This design comes from an exercise in tuning for small area and a short achievable clock period on the open sky130 flow, not from production work.
At most, simulation tests tie the RTL to the original design; equivalence was not proved.
Power is estimated from default activity; no workload was simulated.

## wip/harbor
// rob_top
module rob_top (
	input logic clk,
	input logic reset,
	input logic [1:0] disp_valid,
	input logic [5:0] disp_dst,
	input logic [5:0] disp_src,
	input logic [31:0] disp_pc,
	output logic stall,
	output logic [7:0] alloc_tag,
	output logic [7:0] src_tag,
	output logic [1:0] src_pending,
	output logic [63:0] src_data,
	input logic [1:0] wb_valid,
	input logic [7:0] wb_tag,
	input logic [63:0] wb_data,
	output logic [1:0] out_valid,
	output logic [5:0] out_dst,
	output logic [63:0] out_data,
	output logic [31:0] out_pc
);
Settings: LEC_CHECK=0, ABC_AREA=0, CAP_MARGIN=20, CORE_MARGIN=2, CORE_UTILIZATION=60, CTS_CLUSTER_DIAMETER=80, CTS_CLUSTER_SIZE=25, GPL_ROUTABILITY_DRIVEN=0, SETUP_SLACK_MARGIN=2.9, SLEW_MARGIN=20; clock period 7.0 ns.
standard.sh (not shown) runs the stock make flow with config.mk's settings and CLKGATE_MAP_FILE= SYNTH_SCRIPT=/design/flow/synth_recipe.tcl, a recipe that flattens the netlist after the stock synthesis.
==> flow/flow/run.sh <==
#!/bin/bash
# The standard layout, with plain buffers (instead of the default delay-cell
# buffer) as the port buffers.
set -euo pipefail
bash standard.sh "BUFFER_PORTS_ARGS=-buffer_cell sky130_fd_sc_hd__buf_1" finish > make.log 2>&1
wip/harbor: all stages complete, timing, DRC and antenna checks passed
--- input diff wip/harbor..wip/nickel ---
--- a/flow/config.mk
+++ b/flow/config.mk
@@ -9,2 +9,3 @@
 export CAP_MARGIN = 20
+export CORE_ASPECT_RATIO = 0.7
 export CORE_MARGIN = 2
@@ -13,4 +14,4 @@
 export CTS_CLUSTER_SIZE = 25
-export GPL_ROUTABILITY_DRIVEN = 0
 export SETUP_SLACK_MARGIN = 2.9
 export SLEW_MARGIN = 20
+export TNS_END_PERCENT = 20
==> run notes <==
Against wip/harbor, core footprint in wip/nickel came out worse.
For total chip power, wip/harbor and wip/nickel come out practically identical.
Share of final-layout standard cells stronger than drive strength 1: wip/nickel vs wip/harbor down 1.5 points
wip/harbor -> wip/nickel: sequential power flat
### wip/nickel -> wip/maple
--- a/flow/config.mk
+++ b/flow/config.mk
@@ -16,2 +16 @@
 export SLEW_MARGIN = 20
-export TNS_END_PERCENT = 20
Results
Comparing wip/maple and wip/nickel, the lower count of cell instances traversed by the critical path is on wip/maple. | number of fill cells | wip/maple vs wip/nickel | ≈ equal |. wip/nickel leaves less setup margin than wip/maple. Power drawn by the combinational cells across wip/maple and wip/nickel: no real change. Between wip/maple and wip/nickel, it is wip/maple whose placer's final routability congestion estimate is lower, by 2.5%. The design area of wip/maple and that of wip/nickel are within noise of each other. Going from wip/nickel to wip/maple, mean routed wirelength per cell stayed essentially flat, clock power fell by about 2%.

---

Another version of the RTL of rob_top (not shown whole).
For scale: roughly 4,900 cells after synthesis, about 1,200 flip-flops, about 310 I/O pins.
export LEC_CHECK = 0
export ABC_AREA = 1
export CAP_MARGIN = 20
export CORE_MARGIN = 2
export CORE_UTILIZATION = 55
export CTS_CLUSTER_DIAMETER = 100
export CTS_CLUSTER_SIZE = 30
export SETUP_SLACK_MARGIN = 2.75
export SLEW_MARGIN = 20
create_clock -name core_clock -period 7.0 [get_ports {clk}]
run.sh (not shown) runs the stock make flow with config.mk's settings and CLKGATE_MAP_FILE= SYNTH_SCRIPT=/design/flow/synth_recipe.tcl, a recipe that flattens the netlist after the stock synthesis.
Stock flow here: none of the scripts above is used.
Next try:
==> flow/config.mk (replaced) <==
export PLATFORM = sky130hd
export DESIGN_NAME = rob_top
export DESIGN_NICKNAME = rob_top
export VERILOG_FILES = /design/flow/design.v
export SDC_FILE = /design/flow/constraint.sdc
export NUM_CORES = 4
export LEC_CHECK = 0
export CAP_MARGIN = 20
export CORE_MARGIN = 2
export CORE_UTILIZATION = 40
export SETUP_SLACK_MARGIN = 3
export SLEW_MARGIN = 20
Power climbs by a little under a tenth.
Design area is higher by roughly a tenth.
Combinational power goes down by a quarter to a third.
Next try:
--- a/flow/config.mk
+++ b/flow/config.mk
@@ -7,2 +7,3 @@
 export LEC_CHECK = 0
+export ABC_AREA = 1
 export CAP_MARGIN = 20
After rerunning:
- setup slack is better by 0.37 ns
- final area climbs slightly
- utilization went down by 0.13 points
- via count is higher by a few percent
- total power went up by roughly a tenth
Next try:
--- a/flow/config.mk
+++ b/flow/config.mk
@@ -10,4 +10,6 @@
 export CORE_MARGIN = 2
-export CORE_UTILIZATION = 40
-export SETUP_SLACK_MARGIN = 3
+export CORE_UTILIZATION = 55
+export CTS_CLUSTER_DIAMETER = 60
+export CTS_CLUSTER_SIZE = 20
+export SETUP_SLACK_MARGIN = 2.75
 export SLEW_MARGIN = 20
Result:
- The changed run passed the timing, DRC and antenna checks
- die area shrinks by 27%
- wire length fell by 9.2%
- maximum frequency drops by 0.64%
- non-clock buffer count fell by 171
- worst setup slack loses 0.028 ns
- clock power came out lower by 13%
- core utilization climbs by 15 points
- clock skew decreases by 0.031 ns
- total power goes down by 5.3%
No functional check of the RTL was part of any run of this note.

---

rob_top with an RTL version that a note above also has.
Size: ~4600 cells after synthesis, ~1200 flip-flops, roughly 0.051 sq mm of cells after synthesis.
## rob_top
module rob_top (
	input logic clk,
	input logic reset,
	input logic [1:0] disp_valid,
	input logic [5:0] disp_dst,
	input logic [5:0] disp_src,
	input logic [31:0] disp_pc,
	output logic stall,
	output logic [7:0] alloc_tag,
	output logic [7:0] src_tag,
	output logic [1:0] src_pending,
	output logic [63:0] src_data,
	input logic [1:0] wb_valid,
	input logic [7:0] wb_tag,
	input logic [63:0] wb_data,
	output logic [1:0] out_valid,
	output logic [5:0] out_dst,
	output logic [63:0] out_data,
	output logic [31:0] out_pc
);
	localparam int AW = 19;  
	logic [3:0] head;
	logic [3:0] tail;
	logic [4:0] cnt;
	logic [15:0] done;
	logic [AW-1:0] a_mem0 [8];
	logic [AW-1:0] a_mem1 [8];
	logic [31:0] r_mem0 [8];
	logic [31:0] r_mem1 [8];
	logic [7:0] pend;
	logic [3:0] stag [8];
	logic [31:0] sval [8];
	logic [1:0] acc;
	logic [3:0] tag1;
	logic stall_q;
	assign stall = stall_q;
	assign acc = disp_valid & {2{~stall}};
	assign tag1 = tail + {3'b0, disp_valid[0]};
	assign alloc_tag = {tag1, tail};
  ...
==> flow/config.mk <==
export PLATFORM = sky130hd
export DESIGN_NAME = rob_top
export DESIGN_NICKNAME = rob_top
export VERILOG_FILES = /design/flow/design.v
export SDC_FILE = /design/flow/constraint.sdc
export NUM_CORES = 4
export LEC_CHECK = 0
export ABC_AREA = 1
export CAP_MARGIN = 20
export CORE_MARGIN = 2
export CORE_UTILIZATION = 70
export CTS_CLUSTER_DIAMETER = 80
export CTS_CLUSTER_SIZE = 25
export SETUP_SLACK_MARGIN = 2.75
export SLEW_MARGIN = 20
==> flow/constraint.sdc <==
create_clock -name core_clock -period 7.0 [get_ports {clk}]
set_input_delay 1.4000 -clock core_clock [delete_from_list [all_inputs] [get_ports {clk}]]
set_output_delay 1.4000 -clock core_clock [all_outputs]
set_load 0.01 [all_outputs]
standard.sh (not shown) runs the stock make flow with config.mk's settings and CLKGATE_MAP_FILE= SYNTH_SCRIPT=/design/flow/synth_recipe.tcl, a recipe that flattens the netlist after the stock synthesis.
==> flow/flow/run.sh <==
#!/bin/bash
# The standard layout, with plain buffers (instead of the default delay-cell
# buffer) as the port buffers.
set -euo pipefail
bash standard.sh "BUFFER_PORTS_ARGS=-buffer_cell sky130_fd_sc_hd__buf_2" finish > make.log 2>&1
The baseline finished with timing, DRC and antenna clean.
Then changed:
==> flow/flow/run.sh (replaced) <==
#!/bin/bash
# The standard layout, with plain buffers (instead of the default delay-cell
# buffer) as the port buffers, and each group of ports placed on the side of
# the die nearest the logic it connects to (flow/io.tcl).
set -euo pipefail
bash standard.sh "BUFFER_PORTS_ARGS=-buffer_cell sky130_fd_sc_hd__buf_2" "IO_CONSTRAINTS=$PWD/flow/io.tcl" finish > make.log 2>&1
==> flow/flow/io.tcl (new file) <==
# Port placement: each group of ports on the side nearest the logic it feeds.
proc bus {name lo hi} {
  set l {}
  for {set i $lo} {$i <= $hi} {incr i} { lappend l "${name}\[$i\]" }
  return $l
}
# source lookup: dispatch selects and the lookup results
set_io_pin_constraint -region left:* -pin_names [concat \
  [bus disp_src 0 5] [bus disp_dst 0 5] [bus disp_valid 0 1] \
  [bus src_data 0 63] [bus src_tag 0 7] [bus src_pending 0 1] [bus alloc_tag 0 7] stall]
# writeback: into the rename values and the result banks
set_io_pin_constraint -region bottom:* -pin_names [concat \
  [bus wb_data 0 63] [bus wb_tag 0 7] [bus wb_valid 0 1] reset]
# retirement report
set_io_pin_constraint -region right:* -pin_names [concat \
  [bus out_data 0 63] [bus out_pc 0 31] [bus out_dst 0 5] [bus out_valid 0 1]]
# dispatch payload
set_io_pin_constraint -region top:* -pin_names [concat [bus disp_pc 0 31]]
- ABC_AREA: 1 -> 0
- ABC_CLOCK_PERIOD_IN_PS: unset -> 2500
- CORE_UTILIZATION: 70 -> 55
Outcome: Synthesized area goes down by 1.6%; non-clock buffer count goes down by 26; global-route usage goes down by 4.4 points; worst hold slack loses 0.099 ns; final cell count goes down by 14%; sequential share of layout area goes up by 0.56 points; fmax goes up by 0.62%.
Then changed:
==> flow/flow/run.sh (replaced) <==
#!/bin/bash
# The standard layout, with plain buffers (instead of the default delay-cell
# buffer) as the port buffers.
set -euo pipefail
bash standard.sh "BUFFER_PORTS_ARGS=-buffer_cell sky130_fd_sc_hd__buf_1" finish > make.log 2>&1
- ABC_CLOCK_PERIOD_IN_PS: 2500 -> unset
- CORE_ASPECT_RATIO: unset -> 0.5
- CORE_UTILIZATION: 55 -> 60
- SETUP_SLACK_MARGIN: 2.75 -> 2.9
removed: flow/flow/io.tcl
=>
- The new run finished with timing, DRC and antenna clean
- worst setup slack improves by 0.12 ns
- routed wire length falls by about 11%
- non-clock buffer count rises by 23
- power falls by 5.0%
- clock power falls by about 11%
- clock-buffer cell count falls by 8
- die area falls by about 8%
Then changed:
==> flow/flow/run.sh (replaced) <==
#!/bin/bash
# The standard layout, with plain buffers (instead of the default delay-cell
# buffer) as the port buffers, and a clock tree built without dummy loads.
set -euo pipefail
bash standard.sh "BUFFER_PORTS_ARGS=-buffer_cell sky130_fd_sc_hd__buf_1" \
  "CTS_ARGS=-sink_clustering_enable -repair_clock_nets -sink_clustering_size 25 -sink_clustering_max_diameter 80 -dont_use_dummy_load" \
  finish > make.log 2>&1
- CORE_ASPECT_RATIO: 0.5 -> 0.7
Critical path depth went up by 2. Total power decreases by about 0.5%. Die area is about the same. Routed wire length came out lower by 0.68%. Utilization barely changes. Final cell count is about the same. Setup slack gains 0.019 ns. Sequential power stays flat. Maximum frequency grows by about 0.46%.

separate check: timing with driven ports:
The results above use ideal ports. As a check the final layouts listed here were re-extracted and re-timed, cells and wires unchanged.
Step 1 sets driving cells, clkbuf_16 on the clock port and buf_2 on the other inputs (assumed; they add their load-dependent delay and slew).
Step 2, shift: input delay + t, output delay - t, t = (earliest + latest rising clock arrival at the registers) / 2. This alone moves slack from input paths to output paths.
Three values: ideal ports, drivers, drivers and shift; two values: the first two.
run	t, ns	setup WS [ns]	pins driven straight from the clock port
wip/harbor	0.724	2.776 / 2.664 / 2.327	1
wip/nickel	0.729	2.824 / 2.775 / 2.403	1
wip/maple	0.737	2.875 / 2.780 / 2.406	1
the first run of note 2	0.728	2.680 / 2.593 / 2.172	1
the second run of note 2	0.848	2.326 / 2.255 / 2.195	1
the third run of note 2	0.833	2.695 / 2.589 / 2.199	1
the fourth run of note 2	0.760	2.667 / 2.518 / 2.201	1
the first run of note 3	0.744	2.662 / 2.563 / 2.203	1
the second run of note 3	0.757	2.688 / 2.605 / 2.201	1
the third run of note 3	0.755	2.806 / 2.783 / 2.272	1
the fourth run of note 3	0.708	2.825 / 2.716 / 2.426	1
After both steps every run listed still meets setup and hold. The setup slack of the third run of note 3, which loses most, moves by -0.023 ns with the drivers and by -0.534 ns with both steps.
